Source: an optimization exercise on an open RTL-to-GDS flow (aim: small area and a short achievable clock period). Production flows keep margins and buffers that such runs may drop.
The RTL was checked by simulation tests, not by an equivalence proof against the original design.
No activity file was given, so power comes from the tool's default toggle rates.

== run R ==
// data_mem_responder
module data_mem_responder #(
    parameter int ADDR_W      = 9,
    parameter int DATA_W      = 8,
    parameter int DEPTH       = 256,
    parameter int WAIT_CYCLES = 2
) (
    input  logic              clk,
    input  logic              rst_n,
    input  logic              req_valid,
    output logic              req_ready,
    input  logic              req_write,
    input  logic [ADDR_W-1:0] req_addr,
    input  logic [DATA_W-1:0] req_wdata,
    output logic              rsp_valid,
    input  logic              rsp_ready,
    output logic [DATA_W-1:0] rsp_rdata,
    output logic              rsp_err,
    output logic              busy,
    output logic [7:0]        err_count
);
Size in the first run: roughly 7400 cells after synthesis, about 2300 flip-flops, roughly 42 I/O pins, about 79000 um2 of cells after synthesis.
clock: 4.4 ns
lec_check: 0
cap_margin: 50
core_margin: 2
core_utilization: 68
cts_cluster_diameter: 90
cts_cluster_size: 28
place_density: 0.76
setup_slack_margin: 2.3
slew_margin: 50
run.sh (not shown) runs the stock make flow with config.mk's settings and CLKGATE_MAP_FILE= SYNTH_SCRIPT=/design/flow/synth_recipe.tcl, a recipe that flattens the netlist after the stock synthesis.
[inputs] run Y vs run R
diff --git a/flow/config.mk b/flow/config.mk
--- a/flow/config.mk
+++ b/flow/config.mk
@@ -10,4 +10,4 @@
-export CORE_UTILIZATION = 68
-export CTS_CLUSTER_DIAMETER = 90
-export CTS_CLUSTER_SIZE = 28
-export PLACE_DENSITY = 0.76
+export CORE_UTILIZATION = 60
+export CTS_CLUSTER_DIAMETER = 80
+export CTS_CLUSTER_SIZE = 30
+export PLACE_DENSITY = 0.72
--- outcome ---
The flow did not stop early for run Y: all stages ran, and the layout cleared the timing, DRC and antenna checks. Re number of buffers outside the clock class in the layout: run R was higher than run Y. Relative to run R, run Y improves setup slack of the critical path after layout. Post-layout utilization of the core in run Y vs run R: down 8.1 points. Looking at area overhead of the layout relative to synthesis, run Y sits 0.76 points higher than run R does. The run showing the greater share of final-layout standard cells stronger than drive strength 1 is run Y. Maximum clock frequency delta for run Y relative to run R: about 4% higher. Taking run R as the reference, in run Y power share of the clock group +1.7 points, slew of the pin with the lowest slew margin saw an increase.

* * *

data_mem_responder, a different RTL version from the one above (not shown whole).
Size: roughly 7400 cells after synthesis, ~42 I/O pins, ~79000 µm² of cells after synthesis.
make LEC_CHECK=0 CAP_MARGIN=20 CORE_MARGIN=2 CORE_UTILIZATION=60 CTS_CLUSTER_DIAMETER=80 CTS_CLUSTER_SIZE=30 PLACE_DENSITY=0.72 SETUP_SLACK_MARGIN=2.4 SLEW_MARGIN=20 finish   # period 4.4 ns
==> next run, changes <==
Settings changed: CORE_UTILIZATION 60 to 55, CTS_CLUSTER_DIAMETER 80 to unset, CTS_CLUSTER_SIZE 30 to 24, PLACE_DENSITY 0.72 to 0.7.
The new run produced a clean layout. First-iteration DRC count went down by 6.4%. Area after synthesis does not change. Wire length rises by 1.3%. Synthesized cell count does not change. Clock-buffer cell count goes up by 201. Die area goes up by 9.0%. Utilization shrinks by 2.3 points. Sequential share of layout area came out lower by 2.7 points. Register-to-register slack loses 0.05 ns. Power climbs by 24%. Worst hold slack barely changes.

* * *

data_mem_responder with an RTL version that a note above also has.
Size: about 7,400 cells after synthesis, about 0.079 mm² of cells after synthesis.
Settings: LEC_CHECK=0, CAP_MARGIN=50, CORE_MARGIN=2, CORE_UTILIZATION=68, CTS_CLUSTER_DIAMETER=80, CTS_CLUSTER_SIZE=26, PLACE_DENSITY=0.8, SETUP_SLACK_MARGIN=2.5, SLEW_MARGIN=50; clock period 4.4 ns.
The baseline went through all stages and came out clean.
Then changed:
--- a/flow/config.mk
+++ b/flow/config.mk
@@ -8,8 +8,8 @@
 export CAP_MARGIN = 50
 export CORE_MARGIN = 2
-export CORE_UTILIZATION = 68
+export CORE_UTILIZATION = 72
 export CTS_CLUSTER_DIAMETER = 80
 export CTS_CLUSTER_SIZE = 26
-export PLACE_DENSITY = 0.8
-export SETUP_SLACK_MARGIN = 2.5
+export PLACE_DENSITY = 0.84
+export SETUP_SLACK_MARGIN = 2.3
 export SLEW_MARGIN = 50
After rerunning:
- power shrinks by 1.4%
- worst hold slack loses 3.3 ps
- final area shrinks by 1.3%
- critical path depth grows by 4
- synthesized cell count is unchanged

-- static timing again, ports no longer ideal --
The flow's constraints put no driver on any port. The routed layouts listed below were extracted and timed again, unchanged, in two steps. Step 1: set_driving_cell puts a clkbuf_16 on clk and a buf_2 on each other input, an assumption about the parent block. Step 2 moves the port delays by t, midway between the first and last clock arrival at a register: inputs arrive t later, outputs are due t later. That takes back most of the time a late clock gives input paths. Slacks: no drivers / after step 1 / after step 2; pairs: no drivers / after step 1.
run | shift t [ns] | slack for setup (ns) | clock arrival spread, ns | worst slew at a driven data input, ns | cell pins on the clock port's net
run R | 0.813 | 2.179 / 2.179 / 1.888 | 0.027 / 0.028 | 0.19 | 1
run Y | 0.840 | 2.260 / 2.188 / 1.900 | 0.045 / 0.044 | 0.17 | 1
the first run of note 2 | 0.867 | 2.202 / 2.117 / 1.745 | 0.045 / 0.044 | 0.14 | 1
the second run of note 2 | 0.932 | 2.170 / 2.079 / 1.691 | 0.041 / 0.042 | 0.13 | 1
the first run of note 3 | 0.839 | 2.275 / 2.190 / 2.013 | 0.037 / 0.037 | 0.20 | 1
the second run of note 3 | 0.815 | 2.170 / 2.170 / 1.866 | 0.040 / 0.040 | 0.09 | 1
After both steps setup and hold are still met in every run listed. The setup slack of the second run of note 2, which loses most, moves by -0.091 ns with the drivers and by -0.479 ns with both steps.
